What follows belongs to an exercise in optimizing a design on an open flow for small area and a short achievable clock period; a production flow would make more cautious choices.
In this exercise RTL edits were held to simulation tests only and were not proved equivalent to the original.

==> flow/design.v (outline; a module is shown in full before it is edited, if it fits) <==
// module pp_init_stage: 41 lines
// module am_fa: 11 lines
// module csa_row_stage: 1363 lines
// module cpa_stage: 1177 lines
// module am_mult_top: 49 lines
module am_mult_top
(
  input  logic                      clk,
  input  logic                      arst_n,
  input  logic [am_pkg::OP_W-1:0]   a,
  input  logic [am_pkg::OP_W-1:0]   b,
  output logic [am_pkg::PROD_W-1:0] product
);
  // ...
==> flow/flow/run.sh <==
#!/bin/bash
# The standard layout, with two changes to how ORFS builds it:
#  - ports are buffered with buf_2 (buffer_ports otherwise picks a slow
#    delay cell, which sits on every output path);
#  - repair_timing aims for 6.3 ns of setup slack at the design's period,
#    so that it sizes the critical paths (the SDC is not changed).
set -euo pipefail
echo 'export BUFFER_PORTS_ARGS = -buffer_cell sky130_fd_sc_hd__buf_2' >> config.mk
echo 'export SETUP_SLACK_MARGIN = 6.3' >> config.mk
bash standard.sh > standard.log 2>&1
==> flow/standard.sh <==
#!/bin/bash
# synth_recipe.tcl (not shown) runs the flow's synth.tcl, then flattens the netlist and writes it again
# the make line also repeats each setting of config.mk as NAME=value (left out here)
make -C /OpenROAD-flow-scripts/flow DESIGN_CONFIG=/design/flow/config.mk WORK_HOME=/design/flow/orfs CLKGATE_MAP_FILE= SYNTH_SCRIPT=/design/flow/synth_recipe.tcl "${@:-finish}"
==> flow/config.mk <==
export PLATFORM = sky130hd
export DESIGN_NAME = am_mult_top
export DESIGN_NICKNAME = am_mult_top
export VERILOG_FILES = /design/flow/design.v
export SDC_FILE = /design/flow/constraint.sdc
export NUM_CORES = 4
export LEC_CHECK = 0
export CAP_MARGIN = 50
export CORE_MARGIN = 2
export CORE_UTILIZATION = 65
export SLEW_MARGIN = 70
export SYNTH_HIERARCHICAL = 1
export SYNTH_MINIMUM_KEEP_SIZE = 0
export BUFFER_PORTS_ARGS = -buffer_cell sky130_fd_sc_hd__buf_2
export SETUP_SLACK_MARGIN = 6.3
==> flow/constraint.sdc <==
create_clock -name core_clock -period 9.5 [get_ports {clk}]
set_input_delay 1.9000 -clock core_clock [delete_from_list [all_inputs] [get_ports {clk}]]
set_output_delay 1.9000 -clock core_clock [all_outputs]
set_load 0.01 [all_outputs]
==> impl_metrics.toml, run 1 <==
[global_routing]
met2_usage_pct = 53.10
grt_antenna_before_repair = 0

[worst_hold_path]
min-delay-path-class = "reg2reg"

[cells_and_area]
clockBufferCount = 62
most-common-layout-cells = "sky130_fd_sc_hd__dfxtp_1, sky130_fd_sc_hd__xnor2_1, sky130_fd_sc_hd__fa_1, sky130_fd_sc_hd__a22oi_1, sky130_fd_sc_hd__buf_2"
design_area_um2 = 27450
non_clk_invs = 35
non_clock_buffer_count = 188

[drt]
dr_wl_met3_um = 6890
met1_length_um = 25850
drt_first_iter_violations = 1524

[yosys]
fraction_of_registers_with_async_set_or_reset_after_synthesis_pct = 12.30
post_synth_main_area_contributors = "sky130_fd_sc_hd__dfxtp_1, sky130_fd_sc_hd__fa_1, sky130_fd_sc_hd__xnor2_1, sky130_fd_sc_hd__a22oi_1, sky130_fd_sc_hd__dfrtp_1"

[setup_path]
timing.critical_path.arrival_ns = 3.74
cp_slowest_stage_delay_ns = 0.53
crit_end = "cpa_i.product[34]$_DFF_PN0_"
path_depth = 12

[status]
status = "no timing/DRC/antenna violations"

[clock_network]
cts_inserted_buffers = 45
postCtsSetupRepairBufs = 15

[placed_design]
gp_congestion = 0.9160
dpl_cell_area_um2 = 24670

[floorplanning]
floorplan.die.width_um = 198.1
==> run 2, diff against run 1 <==
--- a/flow/config.mk
+++ b/flow/config.mk
@@ -13,2 +13,3 @@
 export SYNTH_MINIMUM_KEEP_SIZE = 0
+export TNS_END_PERCENT = 20
 export BUFFER_PORTS_ARGS = -buffer_cell sky130_fd_sc_hd__buf_2
==> run 2 against run 1 <==
  * Non-clock buffer count fell by 8
  * Final area fell by 1.1%
  * Die area did not move
  * Synthesized area did not move
  * Clock skew rose by 0.0025 ns
  * Still clean
  * Critical path depth fell by 1
  * Largest cell class unchanged
  * Via count barely moved
  * Register-to-register slack got worse by 0.06 ns
  * Flip-flop and latch count did not move
  * Critical endpoint is now cpa_i.product[47]$_DFF_PN0_
  * Cell count fell by 0.27%
==> impl_metrics.toml, run 2 <==
[yosys]
fraction_of_the_mapped_netlist_area_in_compound_gates_pct = 14.15
post_syn_nets = 2413
post_synth_xor_area_fraction_pct = 12.34
synth-edff-count = 0
portion_of_netlist_area_occupied_by_mux_cells_pct = 0.3269
synth_cells = 2031
netlist.top_cell.by_area = "sky130_fd_sc_hd__dfxtp_1"
share_of_the_synthesized_area_in_the_top_cell_type_pct = 30.89
syn_area_per_cell_um2 = 12.06
synthAdderAreaFrac_pct = 25.08
synth_simple_gate_area_share_pct = 5.092
post_synth_main_area_contributors = "sky130_fd_sc_hd__dfxtp_1, sky130_fd_sc_hd__fa_1, sky130_fd_sc_hd__xnor2_1, sky130_fd_sc_hd__a22oi_1, sky130_fd_sc_hd__dfrtp_1"
main_combinational_cell_family_by_area_after_synthesis = "adder cells"
yosys_warnings = 10
post-synth-top-count-cell = "sky130_fd_sc_hd__dfxtp_1"
ys_seq_elements = 431
flip_flop_cell_with_the_highest_count_after_synthesis = "sky130_fd_sc_hd__dfxtp_1"
fraction_of_registers_with_async_set_or_reset_after_synthesis_pct = 12.30
syn-cell-area_um2 = 24500
synth.cells.most_frequent = "sky130_fd_sc_hd__dfxtp_1, sky130_fd_sc_hd__xnor2_1, sky130_fd_sc_hd__fa_1, sky130_fd_sc_hd__a22oi_1, sky130_fd_sc_hd__nand2_1"
netlist-cell-type-count = 73
ys_seq_area_share_pct = 36.31

[floorplanning]
floorplan.io_pins = 98
die_height_um = 198.1
starting_density_of_the_core_pct = 65.50
coreArea_um2 = 37400
std_cell_rows = 71
floorplan.die.width_um = 198.1
design.die.area_um2 = 39260

[timing]
grt_setup_unrepaired = "true"
slew_viol_final = 0
fmaxAchievable_ghz = 0.2997
final-hold-violation-count = 0
finalCriticalPeriod_ns = 3.337
setup_tns_ns = 0
final.period_utilization_pct = 35.12
finClkSkew_ns = 0.03297
setup_violations = 0

[setup_path]
criticalPathCategory = "reg2reg"
start_kind = "flip-flop"
ff2ff_setup_slack_ns = 6.16
cp_slowest_stage_delay_ns = 0.56
path_depth = 11
worstPathRequired_ns = 9.99
worst_setup_path_end_kind = "flip-flop"
worstSetupStartpoint = "tree_i.cs_q[70]$_DFF_P_"
worstPathMaxFanout = 5
cp_cell_sequence = "fa_1 -> fa_1 -> ha_1 -> a21oi_1 -> o21bai_1 -> a21oi_1 -> a2bb2oi_2 -> nand2_1 -> and2_4 -> or3_1 -> a21oi_1"
cp_top_family = "adder cells"
r2r-start = "tree_i.cs_q[70]$_DFF_P_"
timing.critical_path.arrival_ns = 3.83
worst_r2r_path_depth = 11
crit_slowest_cell = "sky130_fd_sc_hd__fa_1"
worst_path_most_repeated_cell = "sky130_fd_sc_hd__a21oi_1"
regToRegEndpoint = "cpa_i.product[47]$_DFF_PN0_"
number_of_buffer_and_inverter_instances_along_the_worst_setup_path = 0

[drt]
ant_nets = 0
wire_per_inst_um = 24.59
viasPerCell = 6.246
route.detailed.drc = 0
drt_first_iter_violations = 1420
dr.pass1.iters = 6
routed-via-count = 16428
drt-total-wl_um = 64680

[cells_and_area]
regs_by_ff_count = "tree_i.cs_q x174, ops_i.a_r x72, ops_i.b_r x72"
largest-register = "tree_i.cs_q"
largest_register_ffs = 174
final_layout_size_suffix_gt1_share_pct = 19.92
area_delta_synth_final_pct = 10.77
utilization_pct = 72.55
layout_commonest_cell = "sky130_fd_sc_hd__dfxtp_1"
most-common-layout-cells = "sky130_fd_sc_hd__dfxtp_1, sky130_fd_sc_hd__xnor2_1, sky130_fd_sc_hd__fa_1, sky130_fd_sc_hd__a22oi_1, sky130_fd_sc_hd__buf_2"
final_net_count = 2467

[clock_network]
clk_pin_slew_worst_paths_ns = 0.06
htree_levels = 2
cts_tree = "yes"
cts-hold-fix-buffers = 0
cts.sinks = 431
ctsRootBufferMaster = "sky130_fd_sc_hd__clkbuf_16"
clk_path_buf_depth = 3
cts_inserted_buffers = 45
clock_latency_ns = 0.60

[global_routing]
grt_max_degree = 54
grt_first_pass_wirelength_um = 98530
via_count_of_the_first_global_routing_pass = 17388
grt_antenna_before_repair = 0
grt-ovfl-total = 0
grt_util_all_layers_pct = 33.40

[worst_hold_path]
min-delay-start = "ops_i.a_r[44]$_DFF_P_"
hold_path_end = "ops_i.a_r[68]$_DFF_P_"
worst_hold_path.num_cells = 0
min-delay-path-class = "reg2reg"

[placed_design]
port_buffers = 97
gp_congestion = 0.9160
dp_hpwl_um = 39640

[status]
status = "no timing/DRC/antenna violations"

[run]
max_cap_viol_count = 0
-- run 2: worst max path at each step --
stage / end / slack (ns)
floorplan: cpa_i.product[39]$_DFF_PN0_ / 6.35
global placement: cpa_i.product[41]$_DFF_PN0_ / 6.02
detailed placement: cpa_i.product[46]$_DFF_PN0_ / 6.01
CTS: cpa_i.product[43]$_DFF_PN0_ / 6.21
global route: cpa_i.product[43]$_DFF_PN0_ / 6.04
finish: cpa_i.product[47]$_DFF_PN0_ / 6.16
-- run 2: cell type report --
type | instances | area [um^2]
clock inverter | 18 | 281.5
antenna | 1 | 2.502
clock buffer | 62 | 1281
fill | 2606 | 10270
multi-input combinational | 1392 | 14670
sequential | 431 | 8909
tap | 511 | 639.4
timing repair buffer | 180 | 1219
inverter | 35 | 131.4
-- run 2: timing repair --
item,4_1_cts,5_1_grt
gates cloned,0,0
pin swaps,38,27
buffers inserted,10,11
endpoints found under the setup margin,22,26
gates resized for setup,94,57
-- run 2: per-layer routing --
| layer | track usage (%) | up-vias | part of all wire [%] |
|---|---|---|---|
| met3 | 9.010 | 209 | 11 |
| met1 | 43.53 | 8210 | 40 |
| met4 | 12.98 | 0 | 3.6 |
| met2 | 53.31 | 1007 | 46 |
| li1 | - | 7002 | - |
| met5 | 0 | - | 0 |
-- run 2: per-stage QoR --
stage | std cells | worst slack [ns] | cell area, um^2 | hold WS (ns)
finish | 2630 | 6.163 | 27130 | 0.3204
global route | 2629 | 6.035 | 27130 | 0.3238
CTS | 2618 | 6.208 | 26730 | 0.3201
detailed placement | 2528 | 6.011 | 24670 | 0.3118
global placement | 2526 | 6.018 | 24560 | 0.3095
floorplan | 2031 | 6.350 | 24500 | 0.3096
-- run 2: cells by family after synthesis --
| logic type | Yosys count |
|---|---|
| other | 1 |
| adder cells (fa/ha/maj) | 332 |
| multiplexers | 8 |
| AND/OR/NAND/NOR | 256 |
| flip-flops | 431 |
| XOR/XNOR | 345 |
| AO/OA/AOI/OAI | 450 |
| buffers and inverters | 208 |
-- run 2: per-module statistics from Yosys (local to each module, per instance) --
module | cells inside | cell area [um^2] | flops+latches
am_fa | 1 | 20.02 | 0
am_mult_top | 6 | 128.9 | 5
cpa_stage | 514 | 4277 | 48
csa_row_stage | 996 | 10380 | 174
pp_init_stage | 250 | 4400 | 204
==> run 3, diff against run 2 <==
--- a/flow/config.mk
+++ b/flow/config.mk
@@ -9,3 +9,3 @@
 export CORE_MARGIN = 2
-export CORE_UTILIZATION = 65
+export CORE_UTILIZATION = 75
 export SLEW_MARGIN = 70
@@ -13,3 +13,2 @@
 export SYNTH_MINIMUM_KEEP_SIZE = 0
-export TNS_END_PERCENT = 20
 export BUFFER_PORTS_ARGS = -buffer_cell sky130_fd_sc_hd__buf_2
==> run 3 against run 2 <==
  * First-iteration DRC count rose by 54%
  * Utilization increased by 11 points
  * Final area up 0.14%
  * Global-route usage grew 5.9 points
  * Largest cell class unchanged
  * Highest routed layer is now met5
==> impl_metrics.toml, run 3 <==
[status]
status = "no timing/DRC/antenna violations"

[worst_hold_path]
min-delay-path-class = "reg2reg"
worst_hold_path.num_cells = 0

[yosys]
post-synth-top-count-cell = "sky130_fd_sc_hd__dfxtp_1"
flip_flop_cell_with_the_highest_count_after_synthesis = "sky130_fd_sc_hd__dfxtp_1"
synth.cells.most_frequent = "sky130_fd_sc_hd__dfxtp_1, sky130_fd_sc_hd__xnor2_1, sky130_fd_sc_hd__fa_1, sky130_fd_sc_hd__a22oi_1, sky130_fd_sc_hd__nand2_1"
netlist.top_cell.by_area = "sky130_fd_sc_hd__dfxtp_1"
share_of_the_synthesized_area_in_the_top_cell_type_pct = 30.89
ys_seq_area_share_pct = 36.31
post_synth_main_area_contributors = "sky130_fd_sc_hd__dfxtp_1, sky130_fd_sc_hd__fa_1, sky130_fd_sc_hd__xnor2_1, sky130_fd_sc_hd__a22oi_1, sky130_fd_sc_hd__dfrtp_1"
post_syn_nets = 2413
syn-cell-area_um2 = 24500
ys_seq_elements = 431
syn_area_per_cell_um2 = 12.06
netlist-cell-type-count = 73
fraction_of_registers_with_async_set_or_reset_after_synthesis_pct = 12.30
synth_cells = 2031
synth-edff-count = 0
yosys_warnings = 10

[clock_network]
clk_path_buf_depth = 3
clock_latency_ns = 0.57
cts_inserted_buffers = 43
ctsRootBufferMaster = "sky130_fd_sc_hd__clkbuf_16"
cts.sinks = 431
htree_levels = 2
cts_tree = "yes"
clk_pin_slew_worst_paths_ns = 0.07

[floorplanning]
coreArea_um2 = 32370
design.die.area_um2 = 34120
starting_density_of_the_core_pct = 75.67
floorplan.die.width_um = 184.7
std_cell_rows = 66
floorplan.io_pins = 98
die_height_um = 184.7

[timing]
setup_ws_ns = 6.113
setup_violations = 0
final-hold-violation-count = 0
fmaxAchievable_ghz = 0.2952
finClkSkew_ns = 0.02662
slew_viol_final = 0
grt_setup_unrepaired = "true"
finalCriticalPeriod_ns = 3.387
final.period_utilization_pct = 35.66
setup_tns_ns = 0

[placed_design]
dpl_cell_area_um2 = 24540
preCtsSetupSlack_ns = 5.956
dp_hpwl_um = 39240
gp_congestion = 0.9425
port_buffers = 97
post-place-cells = 2455

[setup_path]
worst_path_most_repeated_cell = "sky130_fd_sc_hd__fa_1"
timing.critical_path.arrival_ns = 3.85
worst_setup_path_end_kind = "flip-flop"
crit_slowest_cell = "sky130_fd_sc_hd__fa_1"
worstPathRequired_ns = 9.96
cp_slowest_stage_delay_ns = 0.58
cp_cell_sequence = "fa_1 -> fa_1 -> ha_4 -> nand2_1 -> o21ai_2 -> a2bb2oi_4 -> o211ai_2 -> a21oi_2 -> o31ai_4 -> buf_12 -> a31oi_2 -> mux2i_1"
worstPathMaxFanout = 6
criticalPathCategory = "reg2reg"
worst_r2r_path_depth = 12
start_kind = "flip-flop"

[cells_and_area]
regs_by_ff_count = "tree_i.cs_q x174, ops_i.a_r x72, ops_i.b_r x72"
design_area_um2 = 27170
seq_area_um2 = 8922
most-common-layout-cells = "sky130_fd_sc_hd__dfxtp_1, sky130_fd_sc_hd__xnor2_1, sky130_fd_sc_hd__fa_1, sky130_fd_sc_hd__a22oi_1, sky130_fd_sc_hd__buf_2"
largest_register_ffs = 174
final_layout_size_suffix_gt1_share_pct = 21.36
area_delta_synth_final_pct = 10.92
fill_cells = 1700
stdcell_count = 2553
antenna_cells_inserted = 0
multiInputGateArea_um2 = 14830
layout_commonest_cell = "sky130_fd_sc_hd__dfxtp_1"
largest-register = "tree_i.cs_q"
final_net_count = 2460

[global_routing]
grt-ovfl-total = 0
grt_antenna_before_repair = 3
grt_util_all_layers_pct = 39.31
grt_first_pass_wirelength_um = 100800
grt_max_degree = 54
via_count_of_the_first_global_routing_pass = 18252

[drt]
drt-total-wl_um = 68630
route.detailed.drc = 0
viasPerCell = 6.780
ant_nets = 0
drt_first_iter_violations = 2183
routed-via-count = 17309
wire_per_inst_um = 26.88
dr.pass1.iters = 9

[run]
max_cap_viol_count = 0
## run 3: cell counts after synthesis
No cell type changed its count.
## run 3: layout make-up
cell class / count / share of cell area (%)
inverters: 35 / 0.4835
flip-flops and latches: 431 / 32.84
repair buffers: 175 / 4.319
clock buffers: 56 / 4.402
well taps: 442 / 2.035
clock inverters: 22 / 1.340
multi-input cells: 1392 / 54.58
## run 3: per-module statistics from Yosys (local to each module, per instance)
module | area [um^2] | cells inside
am_fa | 20.02 | 1
cpa_stage | 4277 | 514
pp_init_stage | 4400 | 250
am_mult_top | 128.9 | 6
csa_row_stage | 10380 | 996
## run 3: kinds of logic after synthesis
family | after synthesis | share of synthesized area (%)
AND/OR/NAND/NOR | 256 | 5.092
other | 1 | 0.01531
multiplexers | 8 | 0.3269
buffers and inverters | 208 | 6.696
XOR/XNOR | 345 | 12.34
adder cells (fa/ha/maj) | 332 | 25.08
AO/OA/AOI/OAI | 450 | 14.15
flip-flops | 431 | 36.31
## run 3: worst paths after layout
kind / start / slack (ns) / endpoint
hold reg to reg: ops_i.b_r[28]$_DFF_P_ / 0.32 / ops_i.b_r[52]$_DFF_P_
setup reg to reg: tree_i.cs_q[26]$_DFF_P_ / 6.11 / cpa_i.product[34]$_DFF_PN0_
min in group asynchronous: arst_n / 1.26 / valid[2]$_DFF_PN0_
max in group asynchronous: arst_n / 7.82 / cpa_i.product[47]$_DFF_PN0_
setup / recovery: tree_i.cs_q[26]$_DFF_P_ / 6.11 / cpa_i.product[34]$_DFF_PN0_
hold / removal: ops_i.b_r[28]$_DFF_P_ / 0.32 / ops_i.b_r[52]$_DFF_P_
## run 3: layer usage
metal / vias to the layer above / part of all wire (%) / global-route usage, %
li1: 6985 / - / -
met1: 8416 / 35 / 48.20
met2: 1509 / 47 / 64.38
met3: 395 / 13 / 11.72
met4: 4 / 5.2 / 17.97
met5: - / 0.035 / 0
## run 3: per-stage QoR
stage                     util (%)  hold WS, ns
after floorplan                  -       0.3096
after detailed placement     75.81       0.3121
final                        83.94       0.3227
after CTS                    82.45       0.3251
after global placement       75.57       0.3095
after global routing         83.94       0.3288
## run 3: what timing repair did
item / 4_1_cts / 5_1_grt
gates resized for setup: 112 / 80
pin swaps: 45 / 30
buffers inserted: 10 / 7
setup endpoints to repair: 25 / 27
hold buffers: 0 / 0
## run 3: critical path, delay by kind of cell (launching register included)
family | cells | cell delay (ns)
compound gates | 6 | 1.01
fa+ha+maj | 3 | 1.44
buf+inv | 1 | 0.17
flops | 1 | 0.33
mux | 1 | 0.20
simple gates | 1 | 0.12
==> run 4, diff against run 3 <==
==> flow/flow/run.sh (replaced) <==
#!/bin/bash
set -euo pipefail
echo 'export BUFFER_PORTS_ARGS = -buffer_cell sky130_fd_sc_hd__buf_2' >> config.mk
bash standard.sh > standard.log 2>&1
--- a/flow/config.mk
+++ b/flow/config.mk
@@ -9,3 +9,3 @@
 export CORE_MARGIN = 2
-export CORE_UTILIZATION = 75
+export CORE_UTILIZATION = 40
 export SLEW_MARGIN = 70
@@ -14,2 +14 @@
 export BUFFER_PORTS_ARGS = -buffer_cell sky130_fd_sc_hd__buf_2
-export SETUP_SLACK_MARGIN = 6.3
==> run 4 against run 3 <==
  * Global-route usage down 18 points
  * First-iteration DRC count fell by 31%
  * Hold slack lost 0.0018 ns
  * Clock-buffer cell count increased by 13
  * Still clean
  * Final area shrank 1.4%
==> impl_metrics.toml, run 4 <==
[status]
status = "no timing/DRC/antenna violations"

[cells_and_area]
most-common-layout-cells = "sky130_fd_sc_hd__dfxtp_1, sky130_fd_sc_hd__xnor2_1, sky130_fd_sc_hd__fa_1, sky130_fd_sc_hd__a22oi_1, sky130_fd_sc_hd__buf_2"
final_layout_size_suffix_gt1_share_pct = 15.22
multiInputGateArea_um2 = 13990
design_area_um2 = 26780
final_net_count = 2453
area_delta_synth_final_pct = 9.337
layout_commonest_cell = "sky130_fd_sc_hd__dfxtp_1"
largest_register_ffs = 174
seq_area_um2 = 8906
fill_cells = 5579
utilization_pct = 44.29
regs_by_ff_count = "tree_i.cs_q x174, ops_i.a_r x72, ops_i.b_r x72"
stdcell_count = 2891
largest-register = "tree_i.cs_q"
antenna_cells_inserted = 0

[timing]
grt_setup_unrepaired = "false"
final-hold-violation-count = 0
setup_violations = 0
finClkSkew_ns = 0.02258
final.period_utilization_pct = 38.47
setup_ws_ns = 5.845
finalCriticalPeriod_ns = 3.655
slew_viol_final = 0
whs_ns = 0.3209
setup_tns_ns = 0
fmaxAchievable_ghz = 0.2736

[run]
max_cap_viol_count = 0

[yosys]
syn_area_per_cell_um2 = 12.06
syn-cell-area_um2 = 24500
post_synth_main_area_contributors = "sky130_fd_sc_hd__dfxtp_1, sky130_fd_sc_hd__fa_1, sky130_fd_sc_hd__xnor2_1, sky130_fd_sc_hd__a22oi_1, sky130_fd_sc_hd__dfrtp_1"
post_syn_nets = 2413
post-synth-top-count-cell = "sky130_fd_sc_hd__dfxtp_1"
netlist.top_cell.by_area = "sky130_fd_sc_hd__dfxtp_1"
yosys_warnings = 10
synth-edff-count = 0
fraction_of_registers_with_async_set_or_reset_after_synthesis_pct = 12.30
ys_seq_area_share_pct = 36.31
share_of_the_synthesized_area_in_the_top_cell_type_pct = 30.89
synth.cells.most_frequent = "sky130_fd_sc_hd__dfxtp_1, sky130_fd_sc_hd__xnor2_1, sky130_fd_sc_hd__fa_1, sky130_fd_sc_hd__a22oi_1, sky130_fd_sc_hd__nand2_1"
synth_cells = 2031
ys_seq_elements = 431
flip_flop_cell_with_the_highest_count_after_synthesis = "sky130_fd_sc_hd__dfxtp_1"
netlist-cell-type-count = 73

[global_routing]
grt_first_pass_wirelength_um = 101300
grt_util_all_layers_pct = 20.92
grt_max_degree = 54
grt_antenna_before_repair = 0
grt-ovfl-total = 0
via_count_of_the_first_global_routing_pass = 17065

[clock_network]
cts-hold-fix-buffers = 0
ctsResizeCount = 0
htree_levels = 2
postCtsSetupRepairBufs = 0
ctsRootBufferMaster = "sky130_fd_sc_hd__clkbuf_16"
clock_latency_ns = 0.60
cts_inserted_buffers = 48
clk_pin_slew_worst_paths_ns = 0.06
cts_tree = "yes"
cts.sinks = 431
clk_path_buf_depth = 3

[setup_path]
cp_top_family = "adder cells"
worstPathMaxFanout = 6
number_of_buffer_and_inverter_instances_along_the_worst_setup_path = 0
cp_cell_sequence = "fa_1 -> fa_1 -> ha_1 -> a21oi_1 -> o21ai_0 -> and4_1 -> nor3_1 -> o21ai_0 -> a31oi_1 -> xor2_1 -> nor2_1"
worstPathRequired_ns = 9.96
timing.critical_path.arrival_ns = 4.12
criticalPathCategory = "reg2reg"
cp_slowest_stage_delay_ns = 0.50
worst_setup_path_end_kind = "flip-flop"
start_kind = "flip-flop"
crit_slowest_cell = "sky130_fd_sc_hd__fa_1"

[floorplanning]
std_cell_rows = 90
coreArea_um2 = 60470
design.die.area_um2 = 63230
starting_density_of_the_core_pct = 40.51
die_height_um = 251.5
floorplan.io_pins = 98
floorplan.die.width_um = 251.5

[drt]
drt-total-wl_um = 66520
maxUsedRoutingLayer = "met4"
wire_per_inst_um = 23.01
routed-via-count = 16053
drt_first_iter_violations = 1507
route.detailed.drc = 0
dr_wl_met3_um = 6017
viasPerCell = 5.553
ant_nets = 0
dr.pass1.iters = 5
route.met2.wl_um = 30180
met1_length_um = 28070

[placed_design]
dp_hpwl_um = 42280
preCtsSetupSlack_ns = 5.903
gp_congestion = 0.8963
dpl_cell_area_um2 = 25050
post-place-cells = 2800
port_buffers = 97

[worst_hold_path]
min-delay-path-class = "reg2reg"
## run 4: cell counts after synthesis
Identical to the previous run, type by type.
## run 4: kinds of logic after synthesis
family | Yosys count | share of synthesized area [%]
compound gates | 450 | 14.15
xor+xnor | 345 | 12.34
fa+ha+maj | 332 | 25.08
buf+inv | 208 | 6.696
flops | 431 | 36.31
mux | 8 | 0.3269
other cells | 1 | 0.01531
simple gates | 256 | 5.092
## run 4: routing by layer
layer / vias up / GRT usage (%)
li1: 6963 / -
met1: 8075 / 27.58
met2: 832 / 33.16
met3: 183 / 4.880
met4: 0 / 8.656
met5: - / 0
## run 4: worst paths after layout
| path | start | to | slack [ns] | cells after the start |
|---|---|---|---|---|
| worst max-delay path | tree_i.cs_q[66]$_DFF_P_ | cpa_i.product[32]$_DFF_PN0_ | 5.85 | 11 |
| worst min-delay path | ops_i.a_r[44]$_DFF_P_ | ops_i.a_r[68]$_DFF_P_ | 0.32 | 0 |
| worst max register to register | tree_i.cs_q[66]$_DFF_P_ | cpa_i.product[32]$_DFF_PN0_ | 5.85 | 11 |
| worst min register to register | ops_i.a_r[44]$_DFF_P_ | ops_i.a_r[68]$_DFF_P_ | 0.32 | 0 |
| max in group asynchronous | arst_n | cpa_i.product[43]$_DFF_PN0_ | 7.85 | 3 |
| min in group asynchronous | arst_n | cpa_i.product[11]$_DFF_PN0_ | 1.24 | 2 |
## run 4: Yosys stat by module (local to each module, per instance)
module,cells,flip-flops and latches,cell area (um^2)
csa_row_stage,996,174,10380
pp_init_stage,250,204,4400
cpa_stage,514,48,4277
am_mult_top,6,5,128.9
am_fa,1,0,20.02
## run 4: final cells by class
cell class	instances	area share (%)
well taps	782	3.653
repair buffers	163	4.228
flip-flops and latches	431	33.25
inverters	35	0.4905
clock inverters	19	0.8222
clock buffers	69	5.312
multi-input cells	1392	52.24
==> run 5, diff against run 4 <==
--- a/flow/config.mk
+++ b/flow/config.mk
@@ -7,6 +7,6 @@
 export LEC_CHECK = 0
-export CAP_MARGIN = 50
+export CAP_MARGIN = 20
 export CORE_MARGIN = 2
 export CORE_UTILIZATION = 40
-export SLEW_MARGIN = 70
+export SLEW_MARGIN = 20
 export SYNTH_HIERARCHICAL = 1
==> run 5 against run 4 <==
  * Clock skew is 0.0049 ns higher
  * Clock-buffer cell count is 7 lower
  * Synthesized cell count stayed put
  * Register-to-register slack worse by 0.16 ns
  * Still clean on timing, DRC and antenna
  * Critical endpoint is now cpa_i.product[45]$_DFF_PN0_
  * Wire length is 0.39% lower
==> impl_metrics.toml, run 5 <==
[status]
status = "no timing/DRC/antenna violations"

[yosys]
ys_seq_area_share_pct = 36.31
post-synth-top-count-cell = "sky130_fd_sc_hd__dfxtp_1"
netlist.top_cell.by_area = "sky130_fd_sc_hd__dfxtp_1"
synth-edff-count = 0
synth.cells.most_frequent = "sky130_fd_sc_hd__dfxtp_1, sky130_fd_sc_hd__xnor2_1, sky130_fd_sc_hd__fa_1, sky130_fd_sc_hd__a22oi_1, sky130_fd_sc_hd__nand2_1"
synth_cells = 2031
netlist-cell-type-count = 73
syn_area_per_cell_um2 = 12.06
ys_seq_elements = 431
flip_flop_cell_with_the_highest_count_after_synthesis = "sky130_fd_sc_hd__dfxtp_1"
syn-cell-area_um2 = 24500
fraction_of_registers_with_async_set_or_reset_after_synthesis_pct = 12.30
share_of_the_synthesized_area_in_the_top_cell_type_pct = 30.89
post_syn_nets = 2413
yosys_warnings = 10
post_synth_main_area_contributors = "sky130_fd_sc_hd__dfxtp_1, sky130_fd_sc_hd__fa_1, sky130_fd_sc_hd__xnor2_1, sky130_fd_sc_hd__a22oi_1, sky130_fd_sc_hd__dfrtp_1"

[drt]
routed-via-count = 15939
drt-total-wl_um = 66260
drt_first_iter_violations = 1543
dr.pass1.iters = 6
route.detailed.drc = 0
ant_nets = 0
viasPerCell = 5.523
wire_per_inst_um = 22.96

[cells_and_area]
antenna_cells_inserted = 0
largest-register = "tree_i.cs_q"
area_delta_synth_final_pct = 8.571
stdcell_count = 2886
regs_by_ff_count = "tree_i.cs_q x174, ops_i.a_r x72, ops_i.b_r x72"
final_layout_size_suffix_gt1_share_pct = 14.78
largest_register_ffs = 174
layout_commonest_cell = "sky130_fd_sc_hd__dfxtp_1"
most-common-layout-cells = "sky130_fd_sc_hd__dfxtp_1, sky130_fd_sc_hd__xnor2_1, sky130_fd_sc_hd__fa_1, sky130_fd_sc_hd__a22oi_1, sky130_fd_sc_hd__buf_2"
final_net_count = 2448

[clock_network]
ctsResizeCount = 0
cts_inserted_buffers = 48
clk_pin_slew_worst_paths_ns = 0.06
postCtsSetupRepairBufs = 0
clk_path_buf_depth = 3
clock_latency_ns = 0.61
ctsRootBufferMaster = "sky130_fd_sc_hd__clkbuf_16"
cts-hold-fix-buffers = 0
cts_tree = "yes"
htree_levels = 2
cts.sinks = 431

[global_routing]
grt_antenna_before_repair = 0
grt_first_pass_wirelength_um = 101300
grt_util_all_layers_pct = 20.88
via_count_of_the_first_global_routing_pass = 17105
grt-ovfl-total = 0
grt_max_degree = 54

[timing]
worstMarginPinSlew_ns = 0.9179
max-slew-margin-rel_pct = 38.81
setup_violations = 0
final.period_utilization_pct = 40.10
setup_tns_ns = 0
final-hold-violation-count = 0
finalCriticalPeriod_ns = 3.810
setup_ws_ns = 5.690
slew_viol_final = 0
whs_ns = 0.3209
finClkSkew_ns = 0.02750
fmaxAchievable_ghz = 0.2625
grt_setup_unrepaired = "false"

[placed_design]
preCtsSetupSlack_ns = 5.794
gp_congestion = 0.8963
post-place-cells = 2798
dp_hpwl_um = 42190
port_buffers = 97

[setup_path]
worstSetupStartpoint = "tree_i.cs_q[118]$_DFF_P_"
worstPathMaxFanout = 6
worst_setup_path_end_kind = "flip-flop"
start_kind = "flip-flop"
cp_cell_sequence = "fa_1 -> fa_1 -> ha_1 -> a21oi_1 -> o21ai_0 -> a21oi_1 -> o21bai_1 -> a311oi_1 -> mux2i_1 -> a41oi_1 -> o41ai_1"
cp_top_family = "compound AO/OA/AOI/OAI gates"
worstPathRequired_ns = 9.96
timing.critical_path.arrival_ns = 4.27
cp_slowest_stage_delay_ns = 0.57
r2r-start = "tree_i.cs_q[118]$_DFF_P_"
criticalPathCategory = "reg2reg"
number_of_buffer_and_inverter_instances_along_the_worst_setup_path = 0
crit_slowest_cell = "sky130_fd_sc_hd__fa_1"

[floorplanning]
floorplan.die.width_um = 251.5
floorplan.io_pins = 98
design.die.area_um2 = 63230
std_cell_rows = 90
coreArea_um2 = 60470
starting_density_of_the_core_pct = 40.51
die_height_um = 251.5

[worst_hold_path]
min-delay-start = "ops_i.a_r[0]$_DFF_P_"
min-delay-path-class = "reg2reg"

[run]
max_cap_viol_count = 0
-- run 5: final timing paths --
check                                              endpoint  slack, ns  depth (start not counted)
worst max-delay path            cpa_i.product[45]$_DFF_PN0_       5.69                         11
worst min-delay path                  ops_i.a_r[24]$_DFF_P_       0.32                          0
worst max register to register  cpa_i.product[45]$_DFF_PN0_       5.69                         11
worst min register to register        ops_i.a_r[24]$_DFF_P_       0.32                          0
max in group asynchronous       cpa_i.product[43]$_DFF_PN0_       7.61                          2
min in group asynchronous        cpa_i.product[6]$_DFF_PN0_       1.41                          2
-- run 5: modules after synthesis, one instance, submodules excluded --
module	cells	area [um^2]
pp_init_stage	250	4400
cpa_stage	514	4277
am_fa	1	20.02
csa_row_stage	996	10380
am_mult_top	6	128.9
-- run 5: routing by layer --
metal	GRT usage, %	share of wire [%]	vias up
met5	0	0	-
met2	33.57	46	862
li1	-	-	6951
met4	7.925	3.2	0
met1	27.21	41	7945
met3	5.179	9.9	181
-- run 5: cell type report --
cell class | instances | area [um^2]
clock buffer | 62 | 1335
fill | 5536 | 33880
clock inverter | 26 | 327.8
multi-input combinational | 1392 | 13960
timing repair buffer | 158 | 963.4
tap | 782 | 978.4
inverter | 35 | 131.4
sequential | 431 | 8897
-- run 5: cell families after synthesis --
family                   synth area share, %
other                                0.01531
AO/OA/AOI/OAI                          14.15
flip-flops                             36.31
buffers and inverters                  6.696
adder cells (fa/ha/maj)                25.08
multiplexers                          0.3269
AND/OR/NAND/NOR                        5.092
XOR/XNOR                               12.34
-- run 5: through the flow --
stage | cell area, um^2 | utilization, %
detailed placement | 24930 | 41.23
CTS | 26600 | 43.98
global placement | 24910 | 41.19
floorplan | 24500 | -
finish | 26600 | 43.98
global route | 26600 | 43.98
==> run 6, diff against run 5 <==
==> flow/flow/run.sh (replaced) <==
#!/bin/bash
set -euo pipefail
echo 'export BUFFER_PORTS_ARGS = -buffer_cell sky130_fd_sc_hd__buf_2' >> config.mk
echo 'export SETUP_SLACK_MARGIN = 6.3' >> config.mk
bash standard.sh > standard.log 2>&1
--- a/flow/config.mk
+++ b/flow/config.mk
@@ -7,6 +7,6 @@
 export LEC_CHECK = 0
-export CAP_MARGIN = 20
+export CAP_MARGIN = 50
 export CORE_MARGIN = 2
 export CORE_UTILIZATION = 40
-export SLEW_MARGIN = 20
+export SLEW_MARGIN = 70
 export SYNTH_HIERARCHICAL = 1
@@ -14 +14,2 @@
 export BUFFER_PORTS_ARGS = -buffer_cell sky130_fd_sc_hd__buf_2
+export SETUP_SLACK_MARGIN = 6.3
==> run 6 against run 5 <==
  * Final area is 6.1% higher
  * Register-to-register slack better by 0.55 ns
  * Clock-buffer cell count is 7 higher
  * Critical endpoint is now cpa_i.product[46]$_DFF_PN0_
  * Wire length is 2.2% higher
  * Cell count is 1.4% higher
  * Non-clock buffer count is 40 higher
  * Sequential share of layout area is 1.9 points lower
  * Synthesized area stayed put
==> impl_metrics.toml, run 6 <==
[setup_path]
worst_r2r_path_depth = 11
r2r-start = "tree_i.cs_q[123]$_DFF_P_"
worstPathRequired_ns = 10.00
crit_slowest_cell = "sky130_fd_sc_hd__fa_2"
timing.critical_path.arrival_ns = 3.76
worst_setup_path_end_kind = "flip-flop"
worst_path_most_repeated_cell = "sky130_fd_sc_hd__a21oi_2"
start_kind = "flip-flop"
ff2ff_setup_slack_ns = 6.24
regToRegEndpoint = "cpa_i.product[46]$_DFF_PN0_"
cp_cell_sequence = "fa_1 -> fa_2 -> ha_4 -> a21oi_2 -> o21ai_1 -> a21o_1 -> a21oi_2 -> o21ai_2 -> a221o_1 -> a41oi_2 -> mux2i_1"
cp_slowest_stage_delay_ns = 0.64
criticalPathCategory = "reg2reg"
worstPathMaxFanout = 5

[yosys]
post-synth-top-count-cell = "sky130_fd_sc_hd__dfxtp_1"
post_syn_nets = 2413
netlist.top_cell.by_area = "sky130_fd_sc_hd__dfxtp_1"
share_of_the_synthesized_area_in_the_top_cell_type_pct = 30.89
synth-edff-count = 0
synth.cells.most_frequent = "sky130_fd_sc_hd__dfxtp_1, sky130_fd_sc_hd__xnor2_1, sky130_fd_sc_hd__fa_1, sky130_fd_sc_hd__a22oi_1, sky130_fd_sc_hd__nand2_1"
netlist-cell-type-count = 73
yosys_warnings = 10
fraction_of_registers_with_async_set_or_reset_after_synthesis_pct = 12.30
ys_seq_area_share_pct = 36.31
syn_area_per_cell_um2 = 12.06
post_synth_main_area_contributors = "sky130_fd_sc_hd__dfxtp_1, sky130_fd_sc_hd__fa_1, sky130_fd_sc_hd__xnor2_1, sky130_fd_sc_hd__a22oi_1, sky130_fd_sc_hd__dfrtp_1"
synth_cells = 2031
syn-cell-area_um2 = 24500
ys_seq_elements = 431
flip_flop_cell_with_the_highest_count_after_synthesis = "sky130_fd_sc_hd__dfxtp_1"

[clock_network]
clk_pin_slew_worst_paths_ns = 0.06
cts_tree = "yes"
clock_latency_ns = 0.60
cts.sinks = 431
htree_levels = 2
ctsRootBufferMaster = "sky130_fd_sc_hd__clkbuf_16"
clk_path_buf_depth = 3
cts_inserted_buffers = 48
cts-hold-fix-buffers = 0

[timing]
setup_tns_ns = 0
setup_ws_ns = 6.241
slew_viol_final = 0
finalCriticalPeriod_ns = 3.259
finClkSkew_ns = 0.02136
fmaxAchievable_ghz = 0.3069
setup_violations = 0
final-hold-violation-count = 0
whs_ns = 0.3209
grt_setup_unrepaired = "true"
final.period_utilization_pct = 34.30

[worst_hold_path]
min-delay-start = "ops_i.a_r[44]$_DFF_P_"
hold_path_end = "ops_i.a_r[68]$_DFF_P_"
min-delay-path-class = "reg2reg"
worst_hold_path.num_cells = 0

[drt]
drt_first_iter_violations = 1671
route.detailed.drc = 0
routed-via-count = 16244
drt-total-wl_um = 67720
dr.pass1.iters = 5
wire_per_inst_um = 23.14
viasPerCell = 5.552
ant_nets = 0

[global_routing]
via_count_of_the_first_global_routing_pass = 17289
grt_util_all_layers_pct = 21.22
grt_antenna_before_repair = 0
grt_max_degree = 54
grt_first_pass_wirelength_um = 102800
grt-ovfl-total = 0

[cells_and_area]
final_net_count = 2488
layout_commonest_cell = "sky130_fd_sc_hd__dfxtp_1"
regs_by_ff_count = "tree_i.cs_q x174, ops_i.a_r x72, ops_i.b_r x72"
final_layout_size_suffix_gt1_share_pct = 23.69
antenna_cells_inserted = 0
fill_cells = 5375
largest_register_ffs = 174
most-common-layout-cells = "sky130_fd_sc_hd__dfxtp_1, sky130_fd_sc_hd__xnor2_1, sky130_fd_sc_hd__fa_1, sky130_fd_sc_hd__a22oi_1, sky130_fd_sc_hd__buf_2"
area_delta_synth_final_pct = 15.15
largest-register = "tree_i.cs_q"

[floorplanning]
starting_density_of_the_core_pct = 40.51
floorplan.die.width_um = 251.5
design.die.area_um2 = 63230
floorplan.io_pins = 98
coreArea_um2 = 60470
std_cell_rows = 90
die_height_um = 251.5

[placed_design]
preCtsSetupSlack_ns = 5.903
port_buffers = 97
gp_congestion = 0.8963
dp_hpwl_um = 42280

[run]
max_cap_viol_count = 0

[status]
status = "no timing/DRC/antenna violations"
## run 6: worst max-delay path by stage
stage | start | to | slack, ns
3_5_place_dp | tree_i.cs_q[118]$_DFF_P_ | cpa_i.product[45]$_DFF_PN0_ | 5.90
4_1_cts | tree_i.cs_q[29]$_DFF_P_ | cpa_i.product[43]$_DFF_PN0_ | 6.22
3_3_place_gp | tree_i.cs_q[30]$_DFF_P_ | cpa_i.product[41]$_DFF_PN0_ | 5.87
5_1_grt | tree_i.cs_q[123]$_DFF_P_ | cpa_i.product[46]$_DFF_PN0_ | 6.16
6_report | tree_i.cs_q[123]$_DFF_P_ | cpa_i.product[46]$_DFF_PN0_ | 6.24
2_1_floorplan | tree_i.cs_q[18]$_DFF_P_ | cpa_i.product[39]$_DFF_PN0_ | 6.35
## run 6: per-stage QoR
| step | util (%) | instance area (um^2) | instances |
|---|---|---|---|
| 2_1_floorplan | - | 24500 | 2031 |
| 3_3_place_gp | 41.19 | 24910 | 2797 |
| 3_5_place_dp | 41.43 | 25050 | 2800 |
| 4_1_cts | 45.65 | 27600 | 2908 |
| 5_1_grt | 46.65 | 28210 | 2926 |
| 6_report | 46.65 | 28210 | 2926 |
## run 6: Yosys stat by module (local to each module, per instance)
module	times used	cells inside	cell area [um^2]
cpa_stage	1	514	4277
csa_row_stage	1	996	10380
pp_init_stage	1	250	4400
am_mult_top	1	6	128.9
am_fa	265	1	20.02
## run 6: repair_timing
action / CTS / global route
endpoints found under the setup margin: 26 / 26
resized for setup: 150 / 86
setup buffers: 20 / 14
pin swaps: 55 / 62
## run 6: cell families after synthesis
logic type / share of synthesized area (%)
AO/OA/AOI/OAI: 14.15
flip-flops: 36.31
XOR/XNOR: 12.34
adder cells (fa/ha/maj): 25.08
AND/OR/NAND/NOR: 5.092
buffers and inverters: 6.696
multiplexers: 0.3269
other: 0.01531
## run 6: layout make-up
| type | count | area, um^2 | area share, % |
|---|---|---|---|
| well taps | 782 | 978.4 | 3.469 |
| clock inverters | 19 | 220.2 | 0.7807 |
| flip-flops and latches | 431 | 8912 | 31.60 |
| clock buffers | 69 | 1423 | 5.043 |
| inverters | 35 | 131.4 | 0.4658 |
| multi-input cells | 1392 | 15100 | 53.52 |
| repair buffers | 198 | 1445 | 5.123 |
## run 6: per-layer routing
metal | track usage [%] | wire (um) | vias to the layer above
li1 | - | - | 7034
met5 | 0 | 0 | -
met1 | 27.80 | 28290 | 8136
met4 | 8.571 | 2247 | 0
met3 | 4.973 | 6232 | 180
met2 | 33.90 | 30950 | 894
## run 6: worst max-delay path, delay by kind of cell (launching register included)
kind,cells,cell delay (ns)
AO/OA/AOI/OAI,7,1.19
flip-flops,1,0.31
multiplexers,1,0.25
adder cells (fa/ha/maj),3,1.39
==> run 7, diff against run 6 <==
--- a/flow/config.mk
+++ b/flow/config.mk
@@ -9,3 +9,3 @@
 export CORE_MARGIN = 2
-export CORE_UTILIZATION = 40
+export CORE_UTILIZATION = 65
 export SLEW_MARGIN = 70
==> run 7 against run 6 <==
  * Still clean
  * Register-to-register slack worse by 0.02 ns
  * Utilization is 27 points higher
  * Flip-flop and latch count unchanged
  * First-iteration DRC count shrank 8.8%
  * Non-clock buffer count is 10 lower
  * Largest cell class unchanged
  * Highest routed layer unchanged
==> impl_metrics.toml, run 7 <==
[drt]
routed-via-count = 16437
route.detailed.drc = 0
dr.pass1.iters = 6
drt-total-wl_um = 65180
drt_first_iter_violations = 1524
viasPerCell = 6.233
ant_nets = 0
wire_per_inst_um = 24.72

[timing]
finClkSkew_ns = 0.03049
final.period_utilization_pct = 34.47
setup_violations = 0
grt_setup_unrepaired = "true"
slew_viol_final = 0
final-hold-violation-count = 0
fmaxAchievable_ghz = 0.3054
finalCriticalPeriod_ns = 3.275
setup_tns_ns = 0

[yosys]
synth_cells = 2031
fraction_of_the_mapped_netlist_area_in_compound_gates_pct = 14.15
share_of_the_synthesized_area_in_the_top_cell_type_pct = 30.89
synth.cells.most_frequent = "sky130_fd_sc_hd__dfxtp_1, sky130_fd_sc_hd__xnor2_1, sky130_fd_sc_hd__fa_1, sky130_fd_sc_hd__a22oi_1, sky130_fd_sc_hd__nand2_1"
flip_flop_cell_with_the_highest_count_after_synthesis = "sky130_fd_sc_hd__dfxtp_1"
main_combinational_cell_family_by_area_after_synthesis = "adder cells"
post_syn_nets = 2413
post_synth_xor_area_fraction_pct = 12.34
syn-cell-area_um2 = 24500
netlist.top_cell.by_area = "sky130_fd_sc_hd__dfxtp_1"
syn_area_per_cell_um2 = 12.06
post-synth-top-count-cell = "sky130_fd_sc_hd__dfxtp_1"
synth_simple_gate_area_share_pct = 5.092
ys_seq_area_share_pct = 36.31
post_synth_main_area_contributors = "sky130_fd_sc_hd__dfxtp_1, sky130_fd_sc_hd__fa_1, sky130_fd_sc_hd__xnor2_1, sky130_fd_sc_hd__a22oi_1, sky130_fd_sc_hd__dfrtp_1"
ys_seq_elements = 431
fraction_of_registers_with_async_set_or_reset_after_synthesis_pct = 12.30
yosys_warnings = 10
netlist-cell-type-count = 73
portion_of_netlist_area_occupied_by_mux_cells_pct = 0.3269
synthAdderAreaFrac_pct = 25.08
synth-edff-count = 0

[floorplanning]
floorplan.io_pins = 98
floorplan.die.width_um = 198.1
die_height_um = 198.1
std_cell_rows = 71
coreArea_um2 = 37400
design.die.area_um2 = 39260
starting_density_of_the_core_pct = 65.50

[setup_path]
start_kind = "flip-flop"
worstPathRequired_ns = 9.97
timing.critical_path.arrival_ns = 3.74
criticalPathCategory = "reg2reg"
regToRegEndpoint = "cpa_i.product[34]$_DFF_PN0_"
ff2ff_setup_slack_ns = 6.23
worst_setup_path_end_kind = "flip-flop"
worst_r2r_path_depth = 12
r2r-start = "tree_i.cs_q[25]$_DFF_P_"
worstPathMaxFanout = 5

[clock_network]
clk_pin_slew_worst_paths_ns = 0.06
cts_inserted_buffers = 45
cts.sinks = 431
ctsRootBufferMaster = "sky130_fd_sc_hd__clkbuf_16"
htree_levels = 2
clock_latency_ns = 0.59
clk_path_buf_depth = 3
cts-hold-fix-buffers = 0
cts_tree = "yes"

[cells_and_area]
area_delta_synth_final_pct = 12.05
antenna_cells_inserted = 0
final_layout_size_suffix_gt1_share_pct = 22.25
layout_commonest_cell = "sky130_fd_sc_hd__dfxtp_1"
seq_area_um2 = 8911
fill_cells = 2567
most-common-layout-cells = "sky130_fd_sc_hd__dfxtp_1, sky130_fd_sc_hd__xnor2_1, sky130_fd_sc_hd__fa_1, sky130_fd_sc_hd__a22oi_1, sky130_fd_sc_hd__buf_2"
multiInputGateArea_um2 = 14920
largest_register_ffs = 174
regs_by_ff_count = "tree_i.cs_q x174, ops_i.a_r x72, ops_i.b_r x72"
largest-register = "tree_i.cs_q"
final_net_count = 2475

[placed_design]
gp_congestion = 0.9160
dp_hpwl_um = 39640
port_buffers = 97

[worst_hold_path]
hold_path_end = "ops_i.a_r[68]$_DFF_P_"
min-delay-start = "ops_i.a_r[44]$_DFF_P_"
min-delay-path-class = "reg2reg"
worst_hold_path.num_cells = 0

[global_routing]
grt_max_degree = 54
grt_util_all_layers_pct = 33.38
grt_antenna_before_repair = 0
grt_first_pass_wirelength_um = 98470
grt-ovfl-total = 0
via_count_of_the_first_global_routing_pass = 17435

[run]
max_cap_viol_count = 0

[status]
status = "no timing/DRC/antenna violations"
run 7: cell counts after synthesis:
No cell type changed its count.
run 7: timing repair:
item                                    in CTS  in global routing
gates resized for setup                    124                 89
setup buffers                               15                 14
pin swaps                                   42                 53
endpoints found under the hold margin        0                  0
endpoints found under the setup margin      22                 24
run 7: Yosys stat by module (local to each module, per instance):
module | times used | flops+latches
csa_row_stage | 1 | 174
am_mult_top | 1 | 5
am_fa | 265 | 0
cpa_stage | 1 | 48
pp_init_stage | 1 | 204
run 7: logic make-up (layout without fill, tap and decap cells):
family / after synthesis / count (layout)
other: 1 / 1
multiplexers: 8 / 8
flip-flops: 431 / 431
AO/OA/AOI/OAI: 450 / 450
XOR/XNOR: 345 / 345
adder cells (fa/ha/maj): 332 / 332
AND/OR/NAND/NOR: 256 / 256
buffers and inverters: 208 / 303
run 7: worst max-delay path by stage:
stage / startpoint / cells after the start / slack [ns] / endpoint
2_1_floorplan: tree_i.cs_q[18]$_DFF_P_ / 11 / 6.35 / cpa_i.product[39]$_DFF_PN0_
3_5_place_dp: tree_i.cs_q[97]$_DFF_P_ / 11 / 6.01 / cpa_i.product[46]$_DFF_PN0_
3_3_place_gp: tree_i.cs_q[30]$_DFF_P_ / 10 / 6.02 / cpa_i.product[41]$_DFF_PN0_
5_1_grt: tree_i.cs_q[25]$_DFF_P_ / 12 / 6.14 / cpa_i.product[46]$_DFF_PN0_
4_1_cts: tree_i.cs_q[17]$_DFF_P_ / 11 / 6.24 / cpa_i.product[43]$_DFF_PN0_
6_report: tree_i.cs_q[25]$_DFF_P_ / 12 / 6.23 / cpa_i.product[34]$_DFF_PN0_
run 7: final cells by class:
cell class	count	share of cell area (%)
inverters	35	0.4786
flip-flops and latches	431	32.47
clock inverters	18	1.026
clock buffers	62	4.668
multi-input cells	1392	54.35
well taps	511	2.329
repair buffers	188	4.686
run 7: metrics by stage:
| stage | instances | hold WS, ns | cell area [um^2] | setup slack (ns) | utilization, % |
|---|---|---|---|---|---|
| final | 2637 | 0.3199 | 27450 | 6.225 | 73.39 |
| after global routing | 2637 | 0.3238 | 27450 | 6.135 | 73.39 |
| after CTS | 2623 | 0.3201 | 26920 | 6.244 | 71.98 |
| after detailed placement | 2528 | 0.3118 | 24670 | 6.011 | 65.96 |
| after global placement | 2526 | 0.3095 | 24560 | 6.018 | 65.68 |
| after floorplan | 2031 | 0.3096 | 24500 | 6.350 | - |
run 7: critical path, stage by stage (launching register included):
cell                        delay (ns)
sky130_fd_sc_hd__dfxtp_2          0.32
sky130_fd_sc_hd__fa_1             0.50
sky130_fd_sc_hd__fa_1             0.53
sky130_fd_sc_hd__ha_4             0.35
sky130_fd_sc_hd__nand2_1          0.11
sky130_fd_sc_hd__o21ai_2          0.25
sky130_fd_sc_hd__a2bb2oi_4        0.10
sky130_fd_sc_hd__o211ai_2         0.15
sky130_fd_sc_hd__a21oi_2          0.10
sky130_fd_sc_hd__o31ai_4          0.24
sky130_fd_sc_hd__buf_6            0.18
sky130_fd_sc_hd__a31oi_2          0.09
sky130_fd_sc_hd__mux2i_1          0.23
run 7: metal layers:
| layer | track usage, % | up-vias | share of wire (%) | wire, um |
|---|---|---|---|---|
| li1 | - | 7031 | - | - |
| met1 | 43.65 | 8181 | 40 | 25850 |
| met2 | 53.10 | 1012 | 46 | 30110 |
| met3 | 8.772 | 213 | 11 | 6890 |
| met4 | 13.37 | 0 | 3.6 | 2333 |
| met5 | 0 | - | 0 | 0 |
==> run 8, diff against run 7 <==
--- a/flow/config.mk
+++ b/flow/config.mk
@@ -10,2 +10,3 @@
 export CORE_UTILIZATION = 65
+export CTS_BUF_LIST = sky130_fd_sc_hd__clkbuf_8 sky130_fd_sc_hd__clkbuf_4
 export SLEW_MARGIN = 70
==> run 8 against run 7 <==
  * Flip-flop and latch count stayed put
  * Clock-buffer cell count is 40 higher
  * Maximum frequency is 3.1% lower
  * Wire length is 1.5% lower
  * Synthesized area stayed put
  * Cell count is 1.6% higher
  * Register-to-register slack worse by 0.10 ns
  * Die area stayed put
==> impl_metrics.toml, run 8 <==
[setup_path]
worst_r2r_path_depth = 12
worst_path_most_repeated_cell = "sky130_fd_sc_hd__fa_1"
regToRegEndpoint = "cpa_i.product[43]$_DFF_PN0_"
worstSetupStartpoint = "tree_i.cs_q[18]$_DFF_P_"
cp_cell_sequence = "fa_1 -> fa_1 -> ha_4 -> a21oi_1 -> o21a_1 -> buf_4 -> o211ai_2 -> a31oi_2 -> o31a_4 -> o21ai_4 -> a21oi_2 -> mux2i_1"
start_kind = "flip-flop"
worst_setup_path_end_kind = "flip-flop"
worstPathRequired_ns = 10.05
crit_slowest_cell = "sky130_fd_sc_hd__fa_1"
crit_end = "cpa_i.product[43]$_DFF_PN0_"
cp_slowest_stage_delay_ns = 0.60
ff2ff_setup_slack_ns = 6.12
r2r-start = "tree_i.cs_q[18]$_DFF_P_"
timing.critical_path.arrival_ns = 3.93
worstPathMaxFanout = 4
criticalPathCategory = "reg2reg"

[timing]
final-hold-violation-count = 0
final.period_utilization_pct = 35.57
setup_ws_ns = 6.121
slew_viol_final = 0
setup_violations = 0
setup_tns_ns = 0
fmaxAchievable_ghz = 0.2959
finalCriticalPeriod_ns = 3.379
finClkSkew_ns = 0.04177
whs_ns = 0.3209
grt_setup_unrepaired = "true"

[worst_hold_path]
min-delay-path-class = "reg2reg"

[yosys]
post_synth_main_area_contributors = "sky130_fd_sc_hd__dfxtp_1, sky130_fd_sc_hd__fa_1, sky130_fd_sc_hd__xnor2_1, sky130_fd_sc_hd__a22oi_1, sky130_fd_sc_hd__dfrtp_1"
synth.cells.most_frequent = "sky130_fd_sc_hd__dfxtp_1, sky130_fd_sc_hd__xnor2_1, sky130_fd_sc_hd__fa_1, sky130_fd_sc_hd__a22oi_1, sky130_fd_sc_hd__nand2_1"
netlist-cell-type-count = 73
synth_cells = 2031
share_of_the_synthesized_area_in_the_top_cell_type_pct = 30.89
ys_seq_area_share_pct = 36.31
fraction_of_the_mapped_netlist_area_in_compound_gates_pct = 14.15
netlist.top_cell.by_area = "sky130_fd_sc_hd__dfxtp_1"
portion_of_netlist_area_occupied_by_mux_cells_pct = 0.3269
synth_simple_gate_area_share_pct = 5.092
synth-edff-count = 0
yosys_warnings = 10
flip_flop_cell_with_the_highest_count_after_synthesis = "sky130_fd_sc_hd__dfxtp_1"
syn-cell-area_um2 = 24500
synthAdderAreaFrac_pct = 25.08
post_syn_nets = 2413
ys_seq_elements = 431
post_synth_xor_area_fraction_pct = 12.34
main_combinational_cell_family_by_area_after_synthesis = "adder cells"
syn_area_per_cell_um2 = 12.06
fraction_of_registers_with_async_set_or_reset_after_synthesis_pct = 12.30
post-synth-top-count-cell = "sky130_fd_sc_hd__dfxtp_1"

[drt]
drt-total-wl_um = 64200
viasPerCell = 6.136
wire_per_inst_um = 23.96
dr.pass1.iters = 6
route.detailed.drc = 0
drt_first_iter_violations = 1486
ant_nets = 0
routed-via-count = 16439

[placed_design]
preCtsSetupSlack_ns = 6.011
dp_hpwl_um = 39640
port_buffers = 97
dpl_cell_area_um2 = 24670
post-place-cells = 2528
gp_congestion = 0.9160

[cells_and_area]
design_area_um2 = 27330
final_layout_size_suffix_gt1_share_pct = 23.25
stdcell_count = 2679
regs_by_ff_count = "tree_i.cs_q x174, ops_i.a_r x72, ops_i.b_r x72"
most-common-layout-cells = "sky130_fd_sc_hd__dfxtp_1, sky130_fd_sc_hd__xnor2_1, sky130_fd_sc_hd__fa_1, sky130_fd_sc_hd__a22oi_1, sky130_fd_sc_hd__buf_2"
antenna_cells_inserted = 0
fill_cells = 2618
largest-register = "tree_i.cs_q"
area_delta_synth_final_pct = 11.58
final_net_count = 2494
utilization_pct = 73.09
largest_register_ffs = 174
layout_commonest_cell = "sky130_fd_sc_hd__dfxtp_1"

[clock_network]
cts-hold-fix-buffers = 0
clk_pin_slew_worst_paths_ns = 0.06
htree_levels = 3
cts_inserted_buffers = 70
ctsRootBufferMaster = "sky130_fd_sc_hd__clkbuf_8"
clock_latency_ns = 0.65
clk_path_buf_depth = 3
cts_tree = "yes"
cts.sinks = 431

[floorplanning]
die_height_um = 198.1
std_cell_rows = 71
coreArea_um2 = 37400
design.die.area_um2 = 39260
starting_density_of_the_core_pct = 65.50
floorplan.io_pins = 98
floorplan.die.width_um = 198.1

[status]
status = "no timing/DRC/antenna violations"

[run]
max_cap_viol_count = 0

[global_routing]
grt_first_pass_wirelength_um = 98210
grt_util_all_layers_pct = 33.29
via_count_of_the_first_global_routing_pass = 17483
grt_max_degree = 54
grt-ovfl-total = 0
grt_antenna_before_repair = 0
## run 8: cell counts after synthesis
No cell type changed its count.
## run 8: worst max-delay path, delay by kind of cell (launching register included)
kind | cells | cell delay (ns)
buf+inv | 1 | 0.15
fa+ha+maj | 3 | 1.29
compound gates | 7 | 1.34
mux | 1 | 0.20
flops | 1 | 0.32
## run 8: worst min path at each step
stage,start,end,slack [ns],depth (start not counted)
2_1_floorplan,ops_i.a_r[48]$_DFF_P_,ops_i.a_q[0]$_DFF_P_,0.31,0
3_3_place_gp,ops_i.a_r[49]$_DFF_P_,ops_i.a_q[1]$_DFF_P_,0.31,0
3_5_place_dp,ops_i.a_r[71]$_DFF_P_,ops_i.a_q[23]$_DFF_P_,0.31,0
4_1_cts,ops_i.b_r[16]$_DFF_P_,ops_i.b_r[40]$_DFF_P_,0.32,0
5_1_grt,ops_i.a_r[32]$_DFF_P_,ops_i.a_r[56]$_DFF_P_,0.33,0
6_report,ops_i.a_r[69]$_DFF_P_,ops_i.a_q[21]$_DFF_P_,0.32,0
## run 8: area by class of cell
class	count	area [um^2]	area share, %
inverters	35	131.4	0.4806
well taps	511	639.4	2.339
multi-input cells	1392	14780	54.06
clock buffers	102	1266	4.632
clock inverters	26	380.4	1.392
flip-flops and latches	431	8910	32.60
repair buffers	182	1230	4.500
## run 8: per-module statistics from Yosys (local to each module, per instance)
| module | flip-flops and latches | times used | cells |
|---|---|---|---|
| csa_row_stage | 174 | 1 | 996 |
| am_mult_top | 5 | 1 | 6 |
| pp_init_stage | 204 | 1 | 250 |
| cpa_stage | 48 | 1 | 514 |
| am_fa | 0 | 265 | 1 |
## run 8: kinds of logic (layout without fill, tap and decap cells)
family                   count (synthesis)  after routing
AO/OA/AOI/OAI                          450            450
XOR/XNOR                               345            345
adder cells (fa/ha/maj)                332            332
buffers and inverters                  208            345
flip-flops                             431            431
multiplexers                             8              8
other                                    1              1
AND/OR/NAND/NOR                        256            256
## run 8: metal layers
metal	routed length, um	track usage, %
met1	25710	43.32
met2	29110	51.93
met3	7210	10.08
met4	2175	13.84
met5	0	0
## run 8: repair_timing
item | 4_1_cts | 5_1_grt
pin swaps | 26 | 39
setup buffers | 5 | 18
hold endpoints to repair | 0 | 0
endpoints found under the setup margin | 22 | 25
resized for setup | 86 | 93

-- afterwards: timing with drivers on the ports --
How much do the figures lean on ideal ports? The routed layouts below were timed once more, with nothing changed but the port constraints.
Step 1 (the two cells are an assumption about what drives the block):
set clk [get_ports {clk}]
set_driving_cell -lib_cell sky130_fd_sc_hd__clkbuf_16 $clk
set_driving_cell -lib_cell sky130_fd_sc_hd__buf_2 [delete_from_list [all_inputs] $clk]
Step 2 adds t to the input delays and takes it off the output delays; t is the mean of the earliest and latest rising clock arrival at the registers after step 1. Input paths then give back, and output paths get back, about the clock's delay inside the block.
Slacks: ideal / step 1 / step 2; pairs: ideal / step 1.
run	t, ns	setup slack, ns	hold WS [ns]	worst setup path after step 2	pins driven straight from the clock port
run 1	0.635	6.225 / 6.225 / 6.225	0.320 / 0.320 / 0.320	register to register	1
run 2	0.637	6.163 / 6.163 / 6.163	0.320 / 0.320 / 0.320	register to register	1
run 3	0.612	6.113 / 6.113 / 6.113	0.323 / 0.323 / 0.323	register to register	1
run 4	0.647	5.845 / 5.845 / 5.845	0.321 / 0.321 / 0.321	register to register	1
run 5	0.651	5.690 / 5.690 / 5.690	0.321 / 0.321 / 0.321	register to register	1
run 6	0.645	6.241 / 6.241 / 6.241	0.321 / 0.321 / 0.321	register to register	1
run 7	0.635	6.225 / 6.225 / 6.225	0.320 / 0.320 / 0.320	register to register	1
run 8	0.682	6.121 / 6.121 / 6.121	0.321 / 0.321 / 0.321	register to register	1
After both steps every run listed still meets setup and hold.
